Context: an optimization exercise on an open-source flow, tuned for small area and a short achievable clock period. The choices shown serve that exercise and are no tape-out recipe. RTL that was checked went through simulation tests only; none was proved equivalent to the original. For run 6, only the layout was checked, not whether the RTL still works. No activity file was given, so power comes from the tool's default toggle rates.

--- flow/standard.sh ---
#!/bin/bash
# synth_recipe.tcl (not shown) runs the flow's synth.tcl, then flattens the netlist and writes it again
# the make line also repeats each setting of config.mk as NAME=value (left out here)
make -C /OpenROAD-flow-scripts/flow DESIGN_CONFIG=/design/flow/config.mk WORK_HOME=/design/flow/orfs CLKGATE_MAP_FILE= SYNTH_SCRIPT=/design/flow/synth_recipe.tcl "${@:-finish}"
--- flow/config.mk ---
export PLATFORM = sky130hd
export DESIGN_NAME = fp_result_drain_top
export DESIGN_NICKNAME = fp_result_drain_top
export VERILOG_FILES = /design/flow/design.v
export SDC_FILE = /design/flow/constraint.sdc
export NUM_CORES = 4
export LEC_CHECK = 0
export CAP_MARGIN = 5
export CORE_MARGIN = 2
export CORE_UTILIZATION = 60
export SLEW_MARGIN = 5
--- flow/design.v ---
module fp_result_drain #(
  parameter int BIT_VEC_SIZE = 128,
  parameter int BIT_VEC_SIZE_LOG = 7,
  parameter int INPUTS = 2,
  parameter int FIFO_DEPTH = 4,
  parameter int LANE_W = (INPUTS > 1) ? $clog2(INPUTS) : 1
) (
  input logic clk,
  input logic rst,
  input logic [INPUTS-1:0][BIT_VEC_SIZE-1:0] in,
  input logic [INPUTS-1:0] valid_in,
  output logic [BIT_VEC_SIZE_LOG-1:0] id_out,
  output logic [LANE_W-1:0] lane_out,
  output logic last_out,
  output logic valid_out,
  input logic ready_in,
  output logic overflow,
  output logic busy,
  output logic [BIT_VEC_SIZE_LOG:0] count_out,
  output logic count_valid
);
  localparam int N = BIT_VEC_SIZE;
  localparam int LG = BIT_VEC_SIZE_LOG;
  logic [1:0][3:0][N-1:0] mem_q;
  logic [1:0][3:0] wp_q, rp_q;    
  logic [1:0][3:0] t_q;           
  logic rr_q;
  logic emit_q, has_q, last_q, cv_q, ovf_q, busy_q, lane_q;
  logic [LG-1:0] id_q;
  logic [N-1:0] rest_q;
  logic [LG:0] cnt_q;
  logic load_q, sel_q;
  logic [1:0] pop_q;
  logic [1:0][3:0] rs_q;    
  logic srest_q;            
  logic [1:0][3:0] ws_q;    
  logic [1:0] we, push;
  logic [1:0][3:0] t_d, wp_d, rp_d;
  logic [1:0] ne_d, full_d;
  logic rr_d, emit_d, any_d, load_d, sel_d, fin, upd, adv;
  logic [1:0] pop_d;
  logic [1:0][3:0] rs_d, ws_d;
  always_comb begin
    fin = emit_q & (~has_q | (ready_in & last_q));
    emit_d = load_q | (emit_q & ~fin);
    rr_d = load_q ? ~sel_q : rr_q;
    for (int l = 0; l < 2; l++) begin
      we[l] = ~t_q[l][3] | pop_q[l];
      push[l] = valid_in[l] & we[l];
      case ({push[l], pop_q[l]})
        2'b10: t_d[l] = {t_q[l][2:0], 1'b1};
        2'b01: t_d[l] = {1'b0, t_q[l][3:1]};
        default: t_d[l] = t_q[l];
      endcase
      wp_d[l] = push[l] ? {wp_q[l][2:0], wp_q[l][3]} : wp_q[l];
      rp_d[l] = pop_q[l] ? {rp_q[l][2:0], rp_q[l][3]} : rp_q[l];
      ne_d[l] = t_d[l][0];
      full_d[l] = t_d[l][3];
    end
    any_d = ne_d[0] | ne_d[1];
    load_d = ~emit_d & any_d;
    sel_d = ne_d[rr_d] ? rr_d : ~rr_d;
    for (int l = 0; l < 2; l++) begin
      pop_d[l] = load_d & (sel_d == l[0]);
      rs_d[l] = rp_d[l] & {4{pop_d[l]}};
      ws_d[l] = wp_d[l] & {4{~full_d[l] | pop_d[l]}};
    end
  end
  for (genvar l = 0; l < 2; l++) begin : g_lane
    for (genvar k = 0; k < 4; k++) begin : g_slot
      always_ff @(posedge clk)
        mem_q[l][k] <= (in[l] & {N{ws_q[l][k]}}) | (mem_q[l][k] & {N{~ws_q[l][k]}});
    end
  end
  logic [N-1:0] src;
  always_comb begin
    src = rest_q & {N{srest_q}};
    for (int l = 0; l < 2; l++)
      for (int k = 0; k < 4; k++)
        src = src | (mem_q[l][k] & {N{rs_q[l][k]}});
  end
  logic [N-1:0] pl [0:LG];
  assign pl[0] = src;
  for (genvar k = 0; k < LG; k++) begin : g_pfx
    for (genvar i = 0; i < N; i++) begin : g_bit
      if (i & (1 << k)) begin : g_or
        assign pl[k+1][i] = pl[k][i] | pl[k][((i >> k) << k) - 1];
      end else begin : g_pass
        assign pl[k+1][i] = pl[k][i];
      end
    end
  end
  logic [N-1:0] clr;
  assign clr = src & {pl[LG][N-2:0], 1'b0};
  logic [N-1:0] ta [0:LG];
  logic [N-1:0] tm [0:LG];
  logic [N-1:0][LG-1:0] tx [0:LG];
  assign ta[0] = src;
  assign tm[0] = '0;
  assign tx[0] = '0;
  for (genvar j = 0; j < LG; j++) begin : g_tree
    for (genvar i = 0; i < (N >> (j + 1)); i++) begin : g_node
      logic al, ar;
      assign al = ta[j][2*i];
      assign ar = ta[j][2*i+1];
      assign ta[j+1][i] = al | ar;
      assign tm[j+1][i] = tm[j][2*i] | tm[j][2*i+1] | (al & ar);
      if (j == 0) begin : g_leaf
        assign tx[j+1][i] = {{(LG-1){1'b0}}, ~al};
      end else begin : g_inner
        assign tx[j+1][i] = al ? tx[j][2*i] : (tx[j][2*i+1] | LG'(1 << j));
      end
    end
    for (genvar i = (N >> (j + 1)); i < N; i++) begin : g_unused
      assign ta[j+1][i] = 1'b0;
      assign tm[j+1][i] = 1'b0;
      assign tx[j+1][i] = '0;
    end
  end
  logic any, multi;
  logic [LG-1:0] idx;
  assign any = ta[LG][0];
  assign multi = tm[LG][0];
  assign idx = tx[LG][0];
  assign upd = load_q | ready_in;
  assign adv = has_q & ready_in;
  always_ff @(posedge clk)
    rest_q <= (clr & {N{upd}}) | (rest_q & {N{~upd}});
  always_ff @(posedge clk or negedge rst) begin
    if (!rst) begin
      id_q <= '0;
      last_q <= 1'b0;
      lane_q <= 1'b0;
      cnt_q <= '0;
    end else begin
      if (upd) begin
        id_q <= idx;
        last_q <= ~multi;
      end
      if (load_q) lane_q <= sel_q;
      if (load_q) cnt_q <= '0;
      else if (adv) cnt_q <= cnt_q + 1'b1;
    end
  end
  always_ff @(posedge clk or negedge rst) begin
    if (!rst) begin
      emit_q <= 1'b0;
      has_q <= 1'b0;
      cv_q <= 1'b0;
      ovf_q <= 1'b0;
      busy_q <= 1'b0;
      rr_q <= 1'b0;
      wp_q <= {4'b0001, 4'b0001};
      rp_q <= {4'b0001, 4'b0001};
      t_q <= '0;
      load_q <= 1'b0;
      sel_q <= 1'b0;
      pop_q <= '0;
      rs_q <= '0;
      srest_q <= 1'b0;
      ws_q <= {4'b0001, 4'b0001};
    end else begin
      emit_q <= emit_d;
      has_q <= load_q ? any : (has_q & ~(ready_in & last_q));
      cv_q <= fin;
      ovf_q <= ovf_q | (valid_in[0] & ~we[0]) | (valid_in[1] & ~we[1]);
      busy_q <= any_d | emit_d;
      rr_q <= rr_d;
      wp_q <= wp_d;
      rp_q <= rp_d;
      t_q <= t_d;
      load_q <= load_d;
      sel_q <= sel_d;
      pop_q <= pop_d;
      rs_q <= rs_d;
      srest_q <= emit_d;
      ws_q <= ws_d;
    end
  end
  assign valid_out = has_q;
  assign id_out = id_q;
  assign lane_out = lane_q;
  assign last_out = last_q;
  assign overflow = ovf_q;
  assign busy = busy_q;
  assign count_out = cnt_q;
  assign count_valid = cv_q;
endmodule
module fp_result_drain_top (
  input  logic         clk,
  input  logic         rst,
  input  logic [255:0] in_vec,
  input  logic [1:0]   valid_in,
  input  logic         ready_in,
  output logic [6:0]   id_out,
  output logic         lane_out,
  output logic         last_out,
  output logic         valid_out,
  output logic         overflow,
  output logic         busy,
  output logic [7:0]   count_out,
  output logic         count_valid
);
  fp_result_drain #(.BIT_VEC_SIZE(128), .BIT_VEC_SIZE_LOG(7), .INPUTS(2), .FIFO_DEPTH(4))
    u_drain (
      .clk(clk), .rst(rst), .in(in_vec), .valid_in(valid_in), .id_out(id_out),
      .lane_out(lane_out), .last_out(last_out), .valid_out(valid_out), .ready_in(ready_in),
      .overflow(overflow), .busy(busy), .count_out(count_out), .count_valid(count_valid)
    );
endmodule
--- flow/constraint.sdc ---
create_clock -name core_clock -period 12.0 [get_ports {clk}]
set_input_delay 2.4000 -clock core_clock [delete_from_list [all_inputs] [get_ports {clk}]]
set_output_delay 2.4000 -clock core_clock [all_outputs]
set_load 0.01 [all_outputs]
--- flow/flow/run.sh ---
#!/bin/bash
# Standard ORFS layout (the standard.sh, unchanged synthesis) with:
# - a tighter setup target for timing repair (SETUP_SLACK_MARGIN),
# - plain buf_1 cells as the port buffers,
# - a clock tree of clkbuf_8 cells, small sink clusters, no dummy loads.
# Full make output goes to flow_make.log in the work folder; ORFS's per-step logs stay
# under orfs/logs.
set -euo pipefail
MARGIN=8.5
TNS=0
CTS="-sink_clustering_enable -repair_clock_nets -buf_list sky130_fd_sc_hd__clkbuf_8"
CTS="$CTS -sink_clustering_size 16 -sink_clustering_max_diameter 50 -dont_use_dummy_load"
bash standard.sh \
  SETUP_SLACK_MARGIN=$MARGIN \
  TNS_END_PERCENT=$TNS \
  "BUFFER_PORTS_ARGS=-buffer_cell sky130_fd_sc_hd__buf_1" \
  "CTS_ARGS=$CTS" \
  finish > flow_make.log 2>&1
==> flow_summary.toml, run 1 <==
[route]
vias = 30500
wirelength_um = 154000
viasPerCell = 7.14
wl_per_cell_um = 36.0
drtIter0Drc = 4736
drc_errors = 0
ant_nets = 0
drt_pass1_iterations = 8

[power_and_ir_drop]
powerDensity_mw_per_mm2 = 171
p_leak_uw = 0.0174
vdd_ir_drop_max_mv = 0.113

[clock_network]
cts_buffers = 111
root_buffer = "clkbuf_8"
clockBufferDepth = 3
clkLatencyLatePin_ns = 0.78
cts_tree = "built"
htree_levels = 3
cts-hold-fix-buffers = 0
clock-sinks = 1219
clk_pin_slew_worst_paths_ns = 0.07

[yosys]
syn_inst = 2707
yosys-top-cells-area = "edfxtp_1, a22oi_1, dfrtp_1"
yosys_warnings = 5
synth_most_common_cell = "edfxtp_1"
syn_area_mm2 = 0.0471
synthesis.nets = 2973
synth_ff_type = "edfxtp_1"
async_flop_share_pct = 5.50
synth_top_area_cell = "edfxtp_1"
synth_common_cells = "edfxtp_1, a22oi_1, nand3_1"
syn_avg_cell_area_um2 = 17.4
synth_edf_count = 1151
synth-seq-cells = 1219
seq_area_frac_synth_pct = 77.0
netlist.area_leader.share_pct = 73.4
ys_types = 77

[floorplan]
fp-row-count = 102
die_h_um = 284
ioPinCount = 282
die_w_um = 284
die_area_mm2 = 0.0807
start_util_pct = 60.7
coreArea_mm2 = 0.0776

[timing]
skew_ns = 0.126
hold_viol_final = 0
slew_headroom_pct = 21.9
fin_tns_setup_ns = 0
final_max_slew_viol_count = 0
fin_crit_sh_pct = 32.6
setup_viol = 0
fin_hold_ws_ns = 0.482
worstMarginPinSlew_ns = 1.17
rsz0062_at_grt = "true"
fmax_mhz = 256
period_minus_slack_ns = 3.91

[placement]
postPlaceCellArea_mm2 = 0.0493
gp_congestion = 1.02
dp_hpwl_um = 86600
io_buffers = 281

[cells_and_area]
postLayoutCellArea_mm2 = 0.0544
final_nets = 3492
syn_to_final_growth_pct = 15.5
drive_above_1_share_pct = 18.9

[setup_path]
path_cells = "buf_12 > buf_16 > buf_4 > a222oi_1 > nand3_1 > a221oi_4 > o22ai_1 > nor4_1 > nand4_1 > nor4_2 > nand4_1 > o41ai_2"
critPathKind = "flop to flop"
crit_top_cell = "nand4_1"
crit_fanout = 5
slowest_stage = "dfrtp_4"
crit_family = "simple AND/OR/NAND/NOR gates"
critPathMaxStageDelay_ns = 0.52
required_ns = 12.59
cp_data_arrival_time_ns = 4.50
critPathLaunchType = "flop"
endpoint_kind = "flop"
timing.critical_path.buf_inv = 3

[global_routing]
grt_pass1_vias = 30100
overflow = 0
antenna_found_initial = 11
grt_max_degree = 68
grt_pass1_wl_um = 218000
track_usage_pct = 37.9

[min_path]
hold_path.class = "flop to flop"

[outcome]
status = "no timing/DRC/antenna violations"

[job]
cap_violations = 0
-- per-layer routing --
metal  wire [um]  part of all wire (%)  GRT usage (%)  up-vias
li1            -                     -              -    12400
met1       56200                    37           52.3    15500
met2       74200                    48           60.9     2270
met3       17000                    11           6.44      349
met4        6530                   4.2           15.1        2
met5          13                0.0084              0        -
-- final cells by class --
type,count,area [um2]
Tap cell,1040,1300
Antenna cell,11,27.5
Fill cell,5202,23200
Inverter,33,150
Multi-Input combinational cell,1323,11000
Clock buffer,111,1530
Timing Repair Buffer,537,4070
Sequential cell,1219,36300
Timing Repair inverter,1,16.3
-- cell families after synthesis --
logic type | count (synthesis) | synth area share, %
mux | 10 | 0.237
buf+inv | 165 | 2.22
flops | 1219 | 77.0
compound gates | 776 | 14.3
fa+ha+maj | 5 | 0.133
xor+xnor | 7 | 0.130
simple gates | 525 | 5.96
-- repair_timing --
item	CTS	global route
resized for setup	182	30
cloned	14	2
setup buffers	145	22
pin swaps	42	27
endpoints found under the setup margin	235	145
-- stage by stage --
stage / setup WS (ns) / utilization (%) / power [uW] / instances
final: 8.09 / 70.1 / 9320 / 4275
after global routing: 7.97 / 70.1 / 9580 / 4272
after detailed placement: 6.48 / 63.5 / 6800 / 3970
after floorplan: 8.37 / - / 6030 / 2707
after CTS: 8.19 / 69.6 / 9220 / 4240
after global placement: 6.62 / 63.5 / 6790 / 3970
-- tightest hold or removal path, stage by stage (launching register included) --
cell,delay (ns)
dfstp_2,0.37
nand2_1,0.05
nand2_1,0.06
-- final timing paths --
| path | startpoint | endpoint | slack, ns | cells past startpoint |
|---|---|---|---|---|
| worst min-delay path | u_drain.wp_q[4]$_DFF_PN1_ | u_drain.wp_q[4]$_DFF_PN1_ | 0.48 | 2 |
| worst max register to register | u_drain.rs_q[0]$_DFF_PN0_ | u_drain.last_q$_DFFE_PN0N_ | 8.09 | 12 |
| max in group asynchronous | rst | u_drain.rs_q[1]$_DFF_PN0_ | 9.30 | 2 |
| worst max-delay path | u_drain.rs_q[0]$_DFF_PN0_ | u_drain.last_q$_DFFE_PN0N_ | 8.09 | 12 |
| min in group asynchronous | rst | u_drain.t_q[2]$_DFFE_PN0N_ | 1.89 | 2 |
| worst min register to register | u_drain.wp_q[4]$_DFF_PN1_ | u_drain.wp_q[4]$_DFF_PN1_ | 0.48 | 2 |
-- power by group --
part / internal (uW) / total, uW / switching, uW
sequential: 4880 / 5010 / 136
combinational: 860 / 2230 / 1370
clock: 819 / 2080 / 1260
-- cell usage in the layout (no fill, tap or decap), types with 18 or more instances in the layout --
master,Yosys,final
a21oi_1,78,76
a221oi_2,94,39
a221oi_4,10,76
a222oi_1,128,128
a22oi_1,272,270
a31oi_1,27,26
and2_1,25,24
buf_1,6,279
buf_12,0,28
buf_16,0,19
buf_4,8,183
clkbuf_8,0,111
dfrtp_1,61,42
edfxtp_1,1151,1151
inv_1,32,30
nand2_1,121,118
nand3_1,134,134
nand4_1,21,21
nor2_1,117,105
nor2b_1,20,18
o21ai_0,47,43
o22ai_1,32,32
==> inputs of run 2 (changes only) <==
--- a/flow/config.mk
+++ b/flow/config.mk
@@ -5,7 +5,8 @@
 export SDC_FILE = /design/flow/constraint.sdc
 export NUM_CORES = 4
 export LEC_CHECK = 0
-export CAP_MARGIN = 5
+export CAP_MARGIN = 20
 export CORE_MARGIN = 2
 export CORE_UTILIZATION = 60
-export SLEW_MARGIN = 5
+export PLACE_DENSITY = 0.75
+export SLEW_MARGIN = 20
==> flow_summary.toml, run 2 <==
[clock_network]
clkLatencyLatePin_ns = 0.78
cts_buffers = 107
clock-sinks = 1219
root_buffer = "clkbuf_8"
htree_levels = 3
clk_pin_slew_worst_paths_ns = 0.09
cts_tree = "built"
clockBufferDepth = 3

[global_routing]
track_usage_pct = 36.6
grt_pass1_vias = 30500
grt_max_degree = 135
antenna_found_initial = 16
grt_pass1_wl_um = 213000
overflow = 0

[timing]
fin_tns_setup_ns = 0
setup_viol = 0
skew_ns = 0.107
final_max_slew_viol_count = 0
worstMarginPinSlew_ns = 1.02
period_minus_slack_ns = 3.95
hold_viol_final = 0
fin_crit_sh_pct = 32.9
slew_headroom_pct = 31.7
fmax_mhz = 253
rsz0062_at_grt = "true"

[yosys]
synth_most_common_cell = "edfxtp_1"
synth_common_cells = "edfxtp_1, a22oi_1, nand3_1"
syn_area_mm2 = 0.0471
synth_top_area_cell = "edfxtp_1"
synth_ff_type = "edfxtp_1"
synth_top_family_by_area = "compound AO/OA/AOI/OAI gates"
yosys_warnings = 5
synthesis.nets = 2973
synth_compound_area_share_pct = 14.3
async_flop_share_pct = 5.50
synth-xor-area-share_pct = 0.130
yosys.area_share.simple_pct = 5.96
netlist.area_leader.share_pct = 73.4
synthAdderAreaFrac_pct = 0.133
synth_edf_count = 1151
syn_avg_cell_area_um2 = 17.4
syn_inst = 2707
yosys-top-cells-area = "edfxtp_1, a22oi_1, dfrtp_1"
synthMuxAreaShare_pct = 0.237
seq_area_frac_synth_pct = 77.0
synth-seq-cells = 1219
ys_types = 77

[power_and_ir_drop]
netSwitchingFraction_pct = 29.5
clkPwrFrac_pct = 22.0
p_comb_share_pct = 24.1
power_switching_uw = 2730
seqPwrFrac_pct = 53.9
p_int_uw = 6540
p_leak_uw = 0.0174
vdd_ir_drop_max_mv = 0.107
powerDensity_mw_per_mm2 = 171

[cells_and_area]
drive_above_1_share_pct = 19.1
syn_to_final_growth_pct = 15.4
final_nets = 3491
multi_input_area_mm2 = 0.0111
seq_area_mm2 = 0.0363
final_cell_mix = "edfxtp_1, buf_1, a22oi_1"
final_common_cell = "edfxtp_1"
postLayoutCellArea_mm2 = 0.0543
num-fill-cells = 4912

[floorplan]
die_h_um = 284
die_area_mm2 = 0.0807
ioPinCount = 282
die_w_um = 284
coreArea_mm2 = 0.0776
start_util_pct = 60.7
fp-row-count = 102

[min_path]
hold_path.class = "flop to flop"
min-delay-start = "u_drain.wp_q[1]$_DFF_PN0_"

[route]
wl_per_cell_um = 35.0
drtIter0Drc = 5013
vias = 30600
ant_nets = 0
viasPerCell = 7.15
drc_errors = 0
drt_pass1_iterations = 9
wirelength_um = 150000

[placement]
dp_hpwl_um = 85600
postPlaceCellArea_mm2 = 0.0492
gp_congestion = 0.974
io_buffers = 281

[setup_path]
r2r_slack_ns = 8.05
endpoint_kind = "flop"
reg2reg_depth = 13
regToRegStartpoint = "u_drain.rs_q[0]$_DFF_PN0_"
required_ns = 12.43
critPathKind = "flop to flop"
cp_data_arrival_time_ns = 4.38
startpoint = "u_drain.rs_q[0]$_DFF_PN0_"
crit_fanout = 20
critPathLaunchType = "flop"

[job]
cap_violations = 0

[outcome]
status = "no timing/DRC/antenna violations"
## run 2: power by group through the flow
stage / Combinational, uW / Sequential [uW] / Clock (uW)
6_report: 2230 / 5000 / 2040
5_1_grt: 2330 / 5010 / 2190
4_1_cts: 2040 / 4990 / 2040
3_5_place_dp: 1660 / 5090 / 0
3_3_place_gp: 1650 / 5090 / 0
2_1_floorplan: 993 / 5030 / 0
## run 2: per-stage QoR
stage | cells | power (uW) | setup WS, ns | hold WS [ns] | util (%)
CTS | 4216 | 9080 | 8.19 | 0.460 | 69.2
global route | 4272 | 9530 | 7.87 | 0.493 | 70.0
detailed placement | 3962 | 6750 | 6.64 | 0.448 | 63.4
global placement | 3962 | 6730 | 6.72 | 0.443 | 63.4
finish | 4273 | 9280 | 8.05 | 0.466 | 70.0
floorplan | 2707 | 6030 | 8.37 | 0.431 | -
## run 2: area by class of cell
cell class / instances / area share [%]
Antenna cell: 10 / 0.0461
Clock buffer: 107 / 2.71
Inverter: 33 / 0.276
Multi-Input combinational cell: 1323 / 20.5
Sequential cell: 1219 / 66.9
Tap cell: 1040 / 2.40
Timing Repair Buffer: 540 / 7.20
Timing Repair inverter: 1 / 0.0207
## run 2: worst min-delay path by stage
stage                                      to  slack [ns]  depth (start not counted)
floorplan           u_drain.rest_q[0]$_DFF_P_        0.43                          1
global placement    u_drain.rest_q[0]$_DFF_P_        0.44                          1
detailed placement  u_drain.rest_q[0]$_DFF_P_        0.45                          1
CTS                 u_drain.wp_q[2]$_DFF_PN0_        0.46                          2
global route        u_drain.wp_q[2]$_DFF_PN0_        0.49                          2
finish              u_drain.wp_q[2]$_DFF_PN0_        0.47                          2
## run 2: layer usage
metal / track usage, % / wire [um]
met2: 58.8 / 71900
met5: 0 / 77
met3: 8.39 / 18500
met4: 13.8 / 6430
met1: 49.3 / 52700
## run 2: critical path, cell delays in order, from the launching register on
cell and delay, ns:
dfrtp_4 0.51, buf_12 0.19, buf_12 0.19, a222oi_1 0.38, nand3_1 0.15, a221oi_2 0.21
buf_4 0.20, nand4_4 0.16, nor4_4 0.47, nand4_4 0.26, buf_12 0.21, buf_4 0.14
nor3_1 0.41, a21oi_1 0.14
## run 2: timing repair
| action | in CTS | in global routing |
|---|---|---|
| pin swaps | 26 | 30 |
| hold buffers | 0 | 0 |
| gates cloned | 8 | 1 |
| gates resized for setup | 193 | 36 |
| buffers inserted | 139 | 46 |
| setup endpoints to repair | 160 | 143 |
## run 2: cells by family after synthesis
kind of cell	Yosys count
AO/OA/AOI/OAI	776
XOR/XNOR	7
adder cells (fa/ha/maj)	5
buffers and inverters	165
flip-flops	1219
multiplexers	10
AND/OR/NAND/NOR	525
==> inputs of run 3 (changes only) <==
--- a/flow/config.mk
+++ b/flow/config.mk
@@ -8,5 +8,4 @@
 export CAP_MARGIN = 20
 export CORE_MARGIN = 2
 export CORE_UTILIZATION = 60
-export PLACE_DENSITY = 0.75
 export SLEW_MARGIN = 20
==> flow_summary.toml, run 3 <==
[timing]
period_minus_slack_ns = 3.91
fin_hold_ws_ns = 0.482
fmax_mhz = 256
setup_viol = 0
setup_slack_ns = 8.09
fin_tns_setup_ns = 0
hold_viol_final = 0
fin_crit_sh_pct = 32.6
rsz0062_at_grt = "true"
worstMarginPinSlew_ns = 1.17
skew_ns = 0.126
slew_headroom_pct = 21.9
final_max_slew_viol_count = 0

[setup_path]
endpoint_kind = "flop"
critPathKind = "flop to flop"
slowest_stage = "dfrtp_4"
critPathMaxStageDelay_ns = 0.52
crit_family = "simple AND/OR/NAND/NOR gates"
path_cells = "buf_12 > buf_16 > buf_4 > a222oi_1 > nand3_1 > a221oi_4 > o22ai_1 > nor4_1 > nand4_1 > nor4_2 > nand4_1 > o41ai_2"
required_ns = 12.59
crit_fanout = 5
cp_data_arrival_time_ns = 4.50
critPathLaunchType = "flop"
timing.critical_path.buf_inv = 3
crit_top_cell = "nand4_1"

[placement]
gp_congestion = 1.02
place_ws_ns = 6.48
placed_cells_incl_taps = 3970
io_buffers = 281
dp_hpwl_um = 86600

[clock_network]
cts_buffers = 111
htree_levels = 3
clock-sinks = 1219
root_buffer = "clkbuf_8"
clk_pin_slew_worst_paths_ns = 0.07
clockBufferDepth = 3
cts_tree = "built"
clkLatencyLatePin_ns = 0.78

[floorplan]
fp-row-count = 102
die_h_um = 284
die_w_um = 284
coreArea_mm2 = 0.0776
ioPinCount = 282
start_util_pct = 60.7
die_area_mm2 = 0.0807

[route]
ant_nets = 0
drc_errors = 0
viasPerCell = 7.14
drt_pass1_iterations = 8
wl_per_cell_um = 36.0
wirelength_um = 154000
drtIter0Drc = 4736
vias = 30500

[yosys]
synth_top_area_cell = "edfxtp_1"
syn_area_mm2 = 0.0471
synth_top_family_by_area = "compound AO/OA/AOI/OAI gates"
yosys-top-cells-area = "edfxtp_1, a22oi_1, dfrtp_1"
async_flop_share_pct = 5.50
synth_edf_count = 1151
synthesis.nets = 2973
ys_types = 77
synth_common_cells = "edfxtp_1, a22oi_1, nand3_1"
synth-xor-area-share_pct = 0.130
synth_ff_type = "edfxtp_1"
netlist.area_leader.share_pct = 73.4
yosys.area_share.simple_pct = 5.96
synthMuxAreaShare_pct = 0.237
seq_area_frac_synth_pct = 77.0
yosys_warnings = 5
syn_avg_cell_area_um2 = 17.4
synth_compound_area_share_pct = 14.3
synth-seq-cells = 1219
syn_inst = 2707
synth_most_common_cell = "edfxtp_1"
synthAdderAreaFrac_pct = 0.133

[cells_and_area]
fin_cells = 4275
final_nets = 3492
final_common_cell = "edfxtp_1"
drive_above_1_share_pct = 18.9
syn_to_final_growth_pct = 15.5
final_cell_mix = "edfxtp_1, buf_1, a22oi_1"
fin_util_pct = 70.1

[power_and_ir_drop]
vdd_ir_drop_max_mv = 0.113
powerDensity_mw_per_mm2 = 171
p_leak_uw = 0.0174

[global_routing]
overflow = 0
grt_pass1_vias = 30100
antenna_found_initial = 11
grt_max_degree = 68
grt_pass1_wl_um = 218000
track_usage_pct = 37.9

[min_path]
hold_path.class = "flop to flop"

[outcome]
status = "no timing/DRC/antenna violations"

[job]
cap_violations = 0
## run 3: changes by cell type in the layout (fill, tap and decap cells not counted), sizes merged
cell    previous run  this run
bufbuf             7        10
diode             10        11
inv               33        32
clkbuf           107       114
buf              533       524
clkinv             1         2
## run 3: cell families (layout without fill, tap and decap cells)
family | count (synthesis) | in the layout
mux | 10 | 10
xor+xnor | 7 | 7
other cells | 0 | 11
simple gates | 525 | 525
flops | 1219 | 1219
fa+ha+maj | 5 | 5
buf+inv | 165 | 682
compound gates | 776 | 776
## run 3: cell type report
class                   count  area (um2)
repair inverters            1        16.3
well taps                1040        1300
clock buffers             111        1530
multi-input cells        1323       11000
inverters                  33         150
flip-flops and latches   1219       36300
fillers                  5202       23200
repair buffers            537        4070
diodes                     11        27.5
## run 3: metal layers
metal	GRT usage, %	vias to the layer above	wire, um
li1	-	12400	-
met1	52.3	15500	56200
met2	60.9	2270	74200
met3	6.44	349	17000
met4	15.1	2	6530
met5	0	-	13
## run 3: worst paths after layout
kind	start	to	slack, ns	depth (start not counted)
max	u_drain.rs_q[0]$_DFF_PN0_	u_drain.last_q$_DFFE_PN0N_	8.09	12
min	u_drain.wp_q[4]$_DFF_PN1_	u_drain.wp_q[4]$_DFF_PN1_	0.48	2
max reg2reg	u_drain.rs_q[0]$_DFF_PN0_	u_drain.last_q$_DFFE_PN0N_	8.09	12
min reg2reg	u_drain.wp_q[4]$_DFF_PN1_	u_drain.wp_q[4]$_DFF_PN1_	0.48	2
max in group asynchronous	rst	u_drain.rs_q[1]$_DFF_PN0_	9.30	2
min in group asynchronous	rst	u_drain.t_q[2]$_DFFE_PN0N_	1.89	2
## run 3: per-stage QoR
stage / total power [uW] / area (um2)
after floorplan: 6030 / 47200
after global placement: 6790 / 49300
after detailed placement: 6800 / 49300
after CTS: 9220 / 54000
after global routing: 9580 / 54400
final: 9320 / 54400
## run 3: what timing repair did
item                       4_1_cts  5_1_grt
hold buffers                     0        0
pin swaps                       42       27
gates cloned                    14        2
setup buffers                  145       22
gates resized for setup        182       30
setup endpoints to repair      235      145
## run 3: where the power goes
group / internal, uW / switching [uW]
clock network: 819 / 1260
logic: 860 / 1370
registers: 4880 / 136
## run 3: tightest hold or removal path: stages, from the launching register on
cell and delay (ns):
dfstp_2 0.37, nand2_1 0.05, nand2_1 0.06
==> inputs of run 4 (changes only) <==
--- a/flow/flow/run.sh
+++ b/flow/flow/run.sh
@@ -9,7 +9,7 @@
 MARGIN=8.5
 TNS=0
 CTS="-sink_clustering_enable -repair_clock_nets -buf_list sky130_fd_sc_hd__clkbuf_8"
-CTS="$CTS -sink_clustering_size 16 -sink_clustering_max_diameter 50 -dont_use_dummy_load"
+CTS="$CTS -sink_clustering_size 22 -sink_clustering_max_diameter 45 -dont_use_dummy_load"
 bash standard.sh \
   SETUP_SLACK_MARGIN=$MARGIN \
   TNS_END_PERCENT=$TNS \
==> flow_summary.toml, run 4 <==
[outcome]
status = "no timing/DRC/antenna violations"

[setup_path]
cp_data_arrival_time_ns = 4.52
endpoint_kind = "flop"
critPathKind = "flop to flop"
critPathLaunchType = "flop"
crit_fanout = 6
required_ns = 12.59

[timing]
setup_slack_ns = 8.07
period_minus_slack_ns = 3.93
hold_viol_final = 0
rsz0062_at_grt = "true"
fmax_mhz = 255
fin_tns_setup_ns = 0
slew_headroom_pct = 19.8
final_max_slew_viol_count = 0
fin_crit_sh_pct = 32.7
worstMarginPinSlew_ns = 1.20
setup_viol = 0
skew_ns = 0.115

[yosys]
syn_inst = 2707
yosys-top-cells-area = "edfxtp_1, a22oi_1, dfrtp_1"
syn_avg_cell_area_um2 = 17.4
ys_types = 77
syn_area_mm2 = 0.0471
netlist.area_leader.share_pct = 73.4
synth_most_common_cell = "edfxtp_1"
synthesis.nets = 2973
synth_ff_type = "edfxtp_1"
yosys_warnings = 5
synth_top_area_cell = "edfxtp_1"
synth_common_cells = "edfxtp_1, a22oi_1, nand3_1"
synth-seq-cells = 1219
async_flop_share_pct = 5.50
seq_area_frac_synth_pct = 77.0
synth_edf_count = 1151

[floorplan]
die_area_mm2 = 0.0807
die_w_um = 284
die_h_um = 284
coreArea_mm2 = 0.0776
ioPinCount = 282
start_util_pct = 60.7
fp-row-count = 102

[clock_network]
clkLatencyLatePin_ns = 0.80
root_buffer = "clkbuf_8"
clockBufferDepth = 3
htree_levels = 3
cts_buffers = 120
clock-sinks = 1219
cts_tree = "built"
clk_pin_slew_worst_paths_ns = 0.08
cts-hold-fix-buffers = 0

[cells_and_area]
seq_area_mm2 = 0.0363
fin_util_pct = 70.4
multi_input_area_mm2 = 0.0110
syn_to_final_growth_pct = 16.0
final_nets = 3503
final_cell_mix = "edfxtp_1, buf_1, a22oi_1"
final_common_cell = "edfxtp_1"
drive_above_1_share_pct = 19.5
num-fill-cells = 5123

[global_routing]
grt_max_degree = 68
track_usage_pct = 37.4
antenna_found_initial = 14
overflow = 0
grt_pass1_vias = 29900
grt_pass1_wl_um = 216000

[placement]
io_buffers = 281
place_ws_ns = 6.48
dp_hpwl_um = 86600
gp_congestion = 1.02

[route]
drtIter0Drc = 4941
vias = 30600
wirelength_um = 154000
viasPerCell = 7.15
drc_errors = 0
drt_pass1_iterations = 8
wl_per_cell_um = 35.9
ant_nets = 0

[job]
cap_violations = 0

[power_and_ir_drop]
total_power_uw = 9410
powerDensity_mw_per_mm2 = 172
p_leak_uw = 0.0175
vdd_ir_drop_max_mv = 0.123

[min_path]
hold_path.class = "flop to flop"
[run 4: cell counts after synthesis]
No cell type changed its count.
[run 4: cell type report]
class                      instances  share of cell area [%]
sequential                      1219                    66.5
multi-input combinational       1323                    20.2
timing repair buffer             539                    7.48
clock buffer                     120                    3.02
tap                             1040                    2.38
inverter                          33                   0.275
antenna                           12                  0.0550
timing repair inverter             1                  0.0298
[run 4: what timing repair did]
item / in CTS / in global routing
endpoints found under the setup margin: 223 / 141
buffers inserted: 132 / 38
endpoints found under the hold margin: 0 / 0
gates resized for setup: 190 / 35
cloned: 11 / 4
pin swaps: 25 / 24
[run 4: critical path, stage by stage, from the launching register on]
cell	delay (ns)
dfrtp_4	0.51
buf_12	0.18
buf_4	0.16
a222oi_1	0.34
nand3_1	0.18
a221oi_4	0.42
nand2_1	0.27
nor2_1	0.42
nand2_1	0.15
nor2_2	0.40
a21oi_1	0.18
o221a_2	0.29
a211oi_1	0.21
[run 4: kinds of logic (layout without fill, tap and decap cells)]
logic type / after synthesis / count (layout) / synth area share (%)
AOI/OAI and AO/OA: 776 / 776 / 14.3
xor gates and xnor gates: 7 / 7 / 0.130
adders and majority gates: 5 / 5 / 0.133
buffers and inverters: 165 / 693 / 2.22
DFF: 1219 / 1219 / 77.0
muxes: 10 / 10 / 0.237
other: 0 / 12 / 0
and+or+nand+nor: 525 / 525 / 5.96
[run 4: worst paths after layout]
| check | startpoint | cells after the start | slack, ns | to |
|---|---|---|---|---|
| hold reg to reg | u_drain.wp_q[4]$_DFF_PN1_ | 2 | 0.48 | u_drain.wp_q[4]$_DFF_PN1_ |
| setup reg to reg | u_drain.rs_q[0]$_DFF_PN0_ | 12 | 8.07 | u_drain.id_q[1]$_DFFE_PN0N_ |
| min in group asynchronous | rst | 2 | 1.87 | u_drain.t_q[6]$_DFFE_PN0N_ |
| setup / recovery | u_drain.rs_q[0]$_DFF_PN0_ | 12 | 8.07 | u_drain.id_q[1]$_DFFE_PN0N_ |
| max in group asynchronous | rst | 2 | 9.29 | u_drain.id_q[1]$_DFFE_PN0N_ |
| hold / removal | u_drain.wp_q[4]$_DFF_PN1_ | 2 | 0.48 | u_drain.wp_q[4]$_DFF_PN1_ |
[run 4: routing by layer]
layer / track usage, % / routed length [um] / vias to the layer above
met3: 5.96 / 16200 / 366
met5: 0 / 27 / -
met4: 14.3 / 6520 / 4
met2: 60.2 / 74400 / 2218
li1: - / - / 12400
met1: 52.3 / 56900 / 15700
[run 4: power breakdown]
group	internal, uW	leakage (uW)	switching, uW
Combinational	870	0.00533	1370
Sequential	4880	0.0113	136
Clock	881	0.000863	1270
[run 4: metrics by stage]
step / cells / instance area (um2) / hold slack, ns
floorplan: 2707 / 47200 / 0.431
global placement: 3970 / 49300 / 0.456
detailed placement: 3970 / 49300 / 0.463
CTS: 4233 / 53900 / 0.479
global route: 4284 / 54600 / 0.499
finish: 4287 / 54600 / 0.481
==> inputs of run 5 (changes only) <==
--- a/flow/design.v
+++ b/flow/design.v
@@ -124,23 +124,15 @@
   assign idx = tx[LG][0];
   assign upd = load_q | ready_in;
   assign adv = has_q & ready_in;
-  always_ff @(posedge clk)
+  always_ff @(posedge clk) begin
     rest_q <= (clr & {N{upd}}) | (rest_q & {N{~upd}});
-  always_ff @(posedge clk or negedge rst) begin
-    if (!rst) begin
-      id_q <= '0;
-      last_q <= 1'b0;
-      lane_q <= 1'b0;
-      cnt_q <= '0;
-    end else begin
-      if (upd) begin
-        id_q <= idx;
-        last_q <= ~multi;
-      end
-      if (load_q) lane_q <= sel_q;
-      if (load_q) cnt_q <= '0;
-      else if (adv) cnt_q <= cnt_q + 1'b1;
-    end
+    if (upd) begin
+      id_q <= idx;
+      last_q <= ~multi;
+    end
+    if (load_q) lane_q <= sel_q;
+    if (load_q) cnt_q <= '0;
+    else if (adv) cnt_q <= cnt_q + 1'b1;
   end
   always_ff @(posedge clk or negedge rst) begin
     if (!rst) begin
--- a/flow/flow/run.sh
+++ b/flow/flow/run.sh
@@ -9,7 +9,7 @@
 MARGIN=8.5
 TNS=0
 CTS="-sink_clustering_enable -repair_clock_nets -buf_list sky130_fd_sc_hd__clkbuf_8"
-CTS="$CTS -sink_clustering_size 22 -sink_clustering_max_diameter 45 -dont_use_dummy_load"
+CTS="$CTS -sink_clustering_size 16 -sink_clustering_max_diameter 50 -dont_use_dummy_load"
 bash standard.sh \
   SETUP_SLACK_MARGIN=$MARGIN \
   TNS_END_PERCENT=$TNS \
==> flow_summary.toml, run 5 <==
[floorplan]
ioPinCount = 282
coreArea_mm2 = 0.0776
die_area_mm2 = 0.0807
start_util_pct = 60.6
die_w_um = 284
die_h_um = 284
fp-row-count = 102

[clock_network]
clock-sinks = 1219
cts_tree = "built"
clkLatencyLatePin_ns = 0.79
clk_pin_slew_worst_paths_ns = 0.09
clockBufferDepth = 3
htree_levels = 3
root_buffer = "clkbuf_8"
cts_buffers = 115

[setup_path]
critPathKind = "flop to flop"
endpoint_kind = "flop"
critPathMaxStageDelay_ns = 0.59
regToRegStartpoint = "u_drain.rs_q[0]$_DFF_PN0_"
critPathLaunchType = "flop"
crit_top_cell = "buf_6"
required_ns = 12.44
cp_data_arrival_time_ns = 4.35
crit_fanout = 13
slowest_stage = "dfrtp_4"
path_cells = "buf_6 > buf_16 > a222oi_1 > nand3_1 > a221oi_4 > nand4_1 > nor4_4 > buf_4 > nand4_4 > buf_12 > nor3_4 > buf_6 > and4_1 > a21oi_1"
reg2reg_depth = 14
r2r_slack_ns = 8.09

[yosys]
ys_types = 76
synth-seq-cells = 1219
synth_ff_type = "edfxtp_1"
synth_top_area_cell = "edfxtp_1"
syn_inst = 2708
synthesis.nets = 2974
synth_edf_count = 1160
synth_common_cells = "edfxtp_1, a22oi_1, nand3_1"
syn_avg_cell_area_um2 = 17.4
yosys_warnings = 5
seq_area_frac_synth_pct = 77.1
async_flop_share_pct = 4.10
syn_area_mm2 = 0.0470
netlist.area_leader.share_pct = 74.0
yosys-top-cells-area = "edfxtp_1, a22oi_1, a221oi_2"
synth_most_common_cell = "edfxtp_1"

[route]
drtIter0Drc = 4663
drt_pass1_iterations = 6
viasPerCell = 7.10
wl_per_cell_um = 34.6
drc_errors = 0
vias = 30000
ant_nets = 0
wirelength_um = 146000

[timing]
final_max_slew_viol_count = 0
worstMarginPinSlew_ns = 1.08
period_minus_slack_ns = 3.91
fin_hold_ws_ns = 0.443
rsz0062_at_grt = "true"
slew_headroom_pct = 28.1
hold_viol_final = 0
setup_viol = 0
skew_ns = 0.115
setup_slack_ns = 8.09
fin_tns_setup_ns = 0
fmax_mhz = 256
fin_crit_sh_pct = 32.6

[global_routing]
overflow = 0
grt_max_degree = 65
grt_pass1_wl_um = 209000
track_usage_pct = 36.0
antenna_found_initial = 8
grt_pass1_vias = 29700

[cells_and_area]
final_common_cell = "edfxtp_1"
drive_above_1_share_pct = 17.2
fin_cells = 4223
seq_area_mm2 = 0.0363
num-fill-cells = 5260
syn_to_final_growth_pct = 13.2
postLayoutCellArea_mm2 = 0.0533
final_nets = 3443
final_cell_mix = "edfxtp_1, buf_1, a22oi_1"
multi_input_area_mm2 = 0.0108

[placement]
postPlaceCellArea_mm2 = 0.0492
placed_cells_incl_taps = 3980
place_ws_ns = 6.71
gp_congestion = 0.934
dp_hpwl_um = 86700
io_buffers = 281

[min_path]
holdPathEnd = "u_drain.rest_q[0]$_DFF_P_"
hold_depth = 2
hold_path.class = "flop to flop"
min-delay-start = "u_drain.rest_q[0]$_DFF_P_"

[power_and_ir_drop]
powerDensity_mw_per_mm2 = 190
p_leak_uw = 0.0172
clkPwrFrac_pct = 21.0
power_switching_uw = 3270
vdd_ir_drop_max_mv = 0.147
p_comb_share_pct = 28.2
netSwitchingFraction_pct = 32.3
seqPwrFrac_pct = 50.8
p_int_uw = 6850

[job]
cap_violations = 0

[outcome]
status = "no timing/DRC/antenna violations"
-- run 5: kinds of logic after synthesis --
kind of cell / Yosys count / synth area share (%)
AOI/OAI and AO/OA: 792 / 14.6
xor gates and xnor gates: 6 / 0.112
adders and majority gates: 5 / 0.133
buffers and inverters: 158 / 2.09
DFF: 1219 / 77.1
muxes: 8 / 0.191
and+or+nand+nor: 520 / 5.79
-- run 5: layout make-up --
cell class	instances	area share [%]
clock buffers	115	2.97
multi-input cells	1331	20.3
inverters	26	0.183
well taps	1040	2.44
repair buffers	484	5.83
flip-flops and latches	1219	68.2
diodes	8	0.0376
-- run 5: per-stage QoR --
stage	util (%)	total power, uW
after global placement	63.4	7500
after floorplan	-	6550
after CTS	68.3	9970
after detailed placement	63.4	7500
final	68.7	10100
after global routing	68.7	10400
-- run 5: layer usage --
metal / wire, um / track usage (%) / vias up
li1: - / - / 12300
met1: 55700 / 51.6 / 15400
met5: 24 / 0 / -
met3: 15200 / 5.93 / 258
met4: 4040 / 10.2 / 4
met2: 71100 / 57.9 / 2031
-- run 5: critical path: cells and delay by family (launching register included) --
kind	cells	cell delay (ns)
AO/OA/AOI/OAI	3	0.83
buffers and inverters	5	0.87
flip-flops	1	0.59
AND/OR/NAND/NOR	6	1.24
-- run 5: how the worst max path moves through the flow --
stage / end / from / slack (ns) / cells after the start
6_report: flop / u_drain.rs_q[0]$_DFF_PN0_ / 8.09 / 14
2_1_floorplan: flop / ready_in / 8.18 / 1
5_1_grt: flop / u_drain.rs_q[0]$_DFF_PN0_ / 7.98 / 13
4_1_cts: flop / u_drain.rs_q[0]$_DFF_PN0_ / 8.15 / 13
3_3_place_gp: flop / u_drain.rs_q[6]$_DFF_PN0_ / 6.62 / 10
3_5_place_dp: flop / u_drain.rs_q[6]$_DFF_PN0_ / 6.71 / 10
-- run 5: power by group through the flow --
stage	logic [uW]	registers, uW	clock network (uW)
4_1_cts	2700	5130	2140
3_3_place_gp	2270	5230	0
6_report	2850	5140	2120
3_5_place_dp	2280	5230	0
2_1_floorplan	1420	5130	0
5_1_grt	2980	5150	2290
-- run 5: what timing repair did --
item,in CTS,in global routing
hold buffers,0,0
gates cloned,3,0
pin swaps,33,17
endpoints found under the setup margin,166,242
resized for setup,159,15
buffers inserted,101,16
==> inputs of run 6 (changes only) <==
--- a/flow/design.v
+++ b/flow/design.v
@@ -92,47 +92,61 @@
   end
   logic [N-1:0] clr;
   assign clr = src & {pl[LG][N-2:0], 1'b0};
-  logic [N-1:0] ta [0:LG];
-  logic [N-1:0] tm [0:LG];
-  logic [N-1:0][LG-1:0] tx [0:LG];
-  assign ta[0] = src;
-  assign tm[0] = '0;
-  assign tx[0] = '0;
-  for (genvar j = 0; j < LG; j++) begin : g_tree
-    for (genvar i = 0; i < (N >> (j + 1)); i++) begin : g_node
-      logic al, ar;
-      assign al = ta[j][2*i];
-      assign ar = ta[j][2*i+1];
-      assign ta[j+1][i] = al | ar;
-      assign tm[j+1][i] = tm[j][2*i] | tm[j][2*i+1] | (al & ar);
-      if (j == 0) begin : g_leaf
-        assign tx[j+1][i] = {{(LG-1){1'b0}}, ~al};
-      end else begin : g_inner
-        assign tx[j+1][i] = al ? tx[j][2*i] : (tx[j][2*i+1] | LG'(1 << j));
-      end
-    end
-    for (genvar i = (N >> (j + 1)); i < N; i++) begin : g_unused
-      assign ta[j+1][i] = 1'b0;
-      assign tm[j+1][i] = 1'b0;
-      assign tx[j+1][i] = '0;
-    end
+  logic [31:0] a1, m1;
+  logic [31:0][1:0] x1;
+  logic [7:0] a2, m2;
+  logic [7:0][3:0] x2;
+  logic [1:0] a3, m3;
+  logic [1:0][5:0] x3;
+  for (genvar i = 0; i < 32; i++) begin : g_l1
+    logic [3:0] c;
+    assign c = src[4*i +: 4];
+    assign a1[i] = |c;
+    assign m1[i] = (c[0] & (c[1] | c[2] | c[3])) | (c[1] & (c[2] | c[3])) | (c[2] & c[3]);
+    assign x1[i] = c[0] ? 2'd0 : c[1] ? 2'd1 : c[2] ? 2'd2 : 2'd3;
+  end
+  for (genvar i = 0; i < 8; i++) begin : g_l2
+    logic [3:0] c, cm;
+    assign c = a1[4*i +: 4];
+    assign cm = m1[4*i +: 4];
+    assign a2[i] = |c;
+    assign m2[i] = (|cm) | (c[0] & (c[1] | c[2] | c[3])) | (c[1] & (c[2] | c[3])) | (c[2] & c[3]);
+    assign x2[i] = c[0] ? {2'd0, x1[4*i]} : c[1] ? {2'd1, x1[4*i+1]} :
+                   c[2] ? {2'd2, x1[4*i+2]} : {2'd3, x1[4*i+3]};
+  end
+  for (genvar i = 0; i < 2; i++) begin : g_l3
+    logic [3:0] c, cm;
+    assign c = a2[4*i +: 4];
+    assign cm = m2[4*i +: 4];
+    assign a3[i] = |c;
+    assign m3[i] = (|cm) | (c[0] & (c[1] | c[2] | c[3])) | (c[1] & (c[2] | c[3])) | (c[2] & c[3]);
+    assign x3[i] = c[0] ? {2'd0, x2[4*i]} : c[1] ? {2'd1, x2[4*i+1]} :
+                   c[2] ? {2'd2, x2[4*i+2]} : {2'd3, x2[4*i+3]};
   end
   logic any, multi;
   logic [LG-1:0] idx;
-  assign any = ta[LG][0];
-  assign multi = tm[LG][0];
-  assign idx = tx[LG][0];
+  assign any = a3[0] | a3[1];
+  assign multi = m3[0] | m3[1] | (a3[0] & a3[1]);
+  assign idx = a3[0] ? {1'b0, x3[0]} : {1'b1, x3[1]};
   assign upd = load_q | ready_in;
   assign adv = has_q & ready_in;
-  always_ff @(posedge clk) begin
+  always_ff @(posedge clk)
     rest_q <= (clr & {N{upd}}) | (rest_q & {N{~upd}});
-    if (upd) begin
-      id_q <= idx;
-      last_q <= ~multi;
-    end
-    if (load_q) lane_q <= sel_q;
-    if (load_q) cnt_q <= '0;
-    else if (adv) cnt_q <= cnt_q + 1'b1;
+  always_ff @(posedge clk or negedge rst) begin
+    if (!rst) begin
+      id_q <= '0;
+      last_q <= 1'b0;
+      lane_q <= 1'b0;
+      cnt_q <= '0;
+    end else begin
+      if (upd) begin
+        id_q <= idx;
+        last_q <= ~multi;
+      end
+      if (load_q) lane_q <= sel_q;
+      if (load_q) cnt_q <= '0;
+      else if (adv) cnt_q <= cnt_q + 1'b1;
+    end
   end
   always_ff @(posedge clk or negedge rst) begin
     if (!rst) begin
==> flow_summary.toml, run 6 <==
[route]
viasPerCell = 7.16
wl_per_cell_um = 35.0
drtIter0Drc = 5011
drc_errors = 0
ant_nets = 0
wirelength_um = 152000
vias = 31100
drt_pass1_iterations = 7

[global_routing]
grt_pass1_wl_um = 214000
antenna_found_initial = 18
track_usage_pct = 38.1
grt_max_degree = 136
grt_pass1_vias = 30800
overflow = 0

[clock_network]
cts-hold-fix-buffers = 0
clkLatencyLatePin_ns = 0.78
cts_tree = "built"
clockBufferDepth = 3
clk_pin_slew_worst_paths_ns = 0.10
cts_buffers = 113
htree_levels = 3
root_buffer = "clkbuf_8"
clock-sinks = 1219

[cells_and_area]
drive_above_1_share_pct = 18.3
final_cell_mix = "edfxtp_1, buf_1, a22oi_1"
fin_cells = 4344
postLayoutCellArea_mm2 = 0.0539
final_nets = 3568
final_common_cell = "edfxtp_1"
syn_to_final_growth_pct = 16.5

[floorplan]
die_h_um = 282
die_w_um = 282
die_area_mm2 = 0.0794
ioPinCount = 282
fp-row-count = 101
start_util_pct = 60.7
coreArea_mm2 = 0.0762

[placement]
gp_congestion = 0.968
io_buffers = 281
postPlaceCellArea_mm2 = 0.0487
dp_hpwl_um = 84800
placed_cells_incl_taps = 4032

[setup_path]
cp_data_arrival_time_ns = 4.75
path_cells = "buf_12 > buf_8 > a222oi_1 > nand3_1 > a221oi_4 > buf_6 > buf_4 > o22ai_1 > or4_4 > nor4_4 > nand4_1 > or4_4 > o31ai_4"
critPathLaunchType = "flop"
critPathKind = "flop to flop"
critPathMaxStageDelay_ns = 0.55
slowest_stage = "or4_4"
endpoint_kind = "flop"
required_ns = 12.63
crit_top_cell = "or4_4"
timing.critical_path.buf_inv = 4
crit_fanout = 38
crit_family = "simple AND/OR/NAND/NOR gates"

[power_and_ir_drop]
vdd_ir_drop_max_mv = 0.112
powerDensity_mw_per_mm2 = 171
p_leak_uw = 0.0176

[yosys]
synth_edf_count = 1151
netlist.area_leader.share_pct = 74.7
seq_area_frac_synth_pct = 78.4
synth_top_area_cell = "edfxtp_1"
synth_most_common_cell = "edfxtp_1"
yosys_warnings = 2
synthesis.nets = 3000
synth_ff_type = "edfxtp_1"
yosys-top-cells-area = "edfxtp_1, a22oi_1, dfrtp_1"
synth_common_cells = "edfxtp_1, a22oi_1, nand3_1"
syn_inst = 2734
async_flop_share_pct = 5.50
syn_avg_cell_area_um2 = 16.9
synth-seq-cells = 1219
ys_types = 72
syn_area_mm2 = 0.0463

[timing]
hold_viol_final = 0
fmax_mhz = 243
skew_ns = 0.0876
setup_viol = 0
period_minus_slack_ns = 4.12
fin_tns_setup_ns = 0
rsz0062_at_grt = "true"
fin_crit_sh_pct = 34.4
final_max_slew_viol_count = 0
slew_headroom_pct = 25.2
worstMarginPinSlew_ns = 1.12

[job]
cap_violations = 0

[outcome]
status = "no timing/DRC/antenna violations"

[min_path]
hold_path.class = "flop to flop"
-- run 6: cell count changes after synthesis, sizes merged, moves of 9 or more --
cell	previous run	this run
o21ai	36	54
dfrtp	44	61
clkbuf	12	28
a22oi	279	267
buf	120	110
inv	26	36
edfxtp	1160	1151
nand4	38	29
-- run 6: metal layers --
| layer | GRT usage (%) | wire (um) | up-vias |
|---|---|---|---|
| met2 | 61.0 | 72300 | 2414 |
| li1 | - | - | 12500 |
| met3 | 8.78 | 18800 | 365 |
| met5 | 0 | 55 | - |
| met1 | 52.5 | 55700 | 15800 |
| met4 | 12.7 | 5230 | 10 |
-- run 6: worst paths after layout --
path                       slack [ns]  cells after the start                          to                       from
max                              7.88                     13  u_drain.last_q$_DFFE_PN0N_  u_drain.rs_q[3]$_DFF_PN0_
min                              0.48                      2     u_drain.ovf_q$_DFF_PN0_    u_drain.ovf_q$_DFF_PN0_
max reg2reg                      7.88                     13  u_drain.last_q$_DFFE_PN0N_  u_drain.rs_q[3]$_DFF_PN0_
min reg2reg                      0.48                      2     u_drain.ovf_q$_DFF_PN0_    u_drain.ovf_q$_DFF_PN0_
max in group asynchronous        9.41                      1   u_drain.srest_q$_DFF_PN0_                        rst
min in group asynchronous        1.84                      1   u_drain.rs_q[0]$_DFF_PN0_                        rst
-- run 6: logic make-up after synthesis --
group	after synthesis	share of synthesized area, %
flip-flops	1219	78.4
AO/OA/AOI/OAI	784	13.2
AND/OR/NAND/NOR	533	5.64
buffers and inverters	175	2.29
multiplexers	10	0.241
XOR/XNOR	7	0.132
adder cells (fa/ha/maj)	6	0.157
-- run 6: report_power, final --
group	internal [uW]	switching (uW)	leakage, uW
clock	832	1270	0.000813
combinational	798	1310	0.00549
sequential	4870	123	0.0113
-- run 6: stage by stage --
step | util [%] | hold slack [ns] | total power [uW] | worst slack (ns)
after global placement | 64.0 | 0.458 | 6750 | 6.19
after detailed placement | 64.0 | 0.463 | 6760 | 6.16
after global routing | 70.7 | 0.514 | 9480 | 7.78
after CTS | 69.7 | 0.480 | 9000 | 7.96
final | 70.8 | 0.478 | 9210 | 7.88
after floorplan | - | 0.430 | 5920 | 8.06
-- run 6: layout make-up --
cell class / instances / area (um2)
flip-flops and latches: 1219 / 36300
fillers: 5029 / 22300
multi-input cells: 1340 / 10100
repair buffers: 590 / 4390
clock buffers: 113 / 1560
well taps: 1030 / 1290
inverters: 37 / 165
diodes: 14 / 35.0
repair inverters: 1 / 11.3
-- run 6: worst reg2reg max path: stages, from the launching register on --
cell and delay (ns):
dfrtp_4 0.54, buf_12 0.15, buf_8 0.21, a222oi_1 0.39
nand3_1 0.20, a221oi_4 0.32, buf_6 0.18, buf_4 0.12
o22ai_1 0.11, or4_4 0.51, nor4_4 0.32, nand4_1 0.13
or4_4 0.55, o31ai_4 0.25
-- run 6: repair_timing --
action,4_1_cts,5_1_grt
pin swaps,55,65
buffers inserted,120,46
resized for setup,198,71
endpoints found under the setup margin,197,163
gates cloned,15,4

[what the ideal ports hide]
How much do the figures lean on ideal ports? The routed layouts below were timed once more, with nothing changed but the port constraints.
Step 1, drivers: a clkbuf_16 drives clk and a buf_2 each remaining input, both assumed.
Step 2 moves the port delays by t, midway between the first and last clock arrival at a register: inputs arrive t later, outputs are due t later. That takes back most of the time a late clock gives input paths.
Slacks: ideal ports / drivers / drivers and shift; pairs: ideal ports / drivers.
| run | t, ns | setup slack, ns | latest minus earliest clock arrival (ns) | worst data-port slew with drivers (ns) |
|---|---|---|---|---|
| run 1 | 0.787 | 8.090 / 8.090 / 7.418 | 0.126 / 0.126 | 0.12 |
| run 2 | 0.795 | 8.053 / 8.053 / 7.555 | 0.107 / 0.107 | 0.14 |
| run 3 | 0.787 | 8.090 / 8.090 / 7.418 | 0.126 / 0.126 | 0.12 |
| run 4 | 0.810 | 8.072 / 8.072 / 7.529 | 0.115 / 0.115 | 0.12 |
| run 5 | 0.804 | 8.092 / 8.092 / 7.584 | 0.116 / 0.116 | 0.13 |
| run 6 | 0.800 | 7.878 / 7.878 / 7.361 | 0.088 / 0.087 | 0.12 |
After both steps every run listed still meets setup and hold.
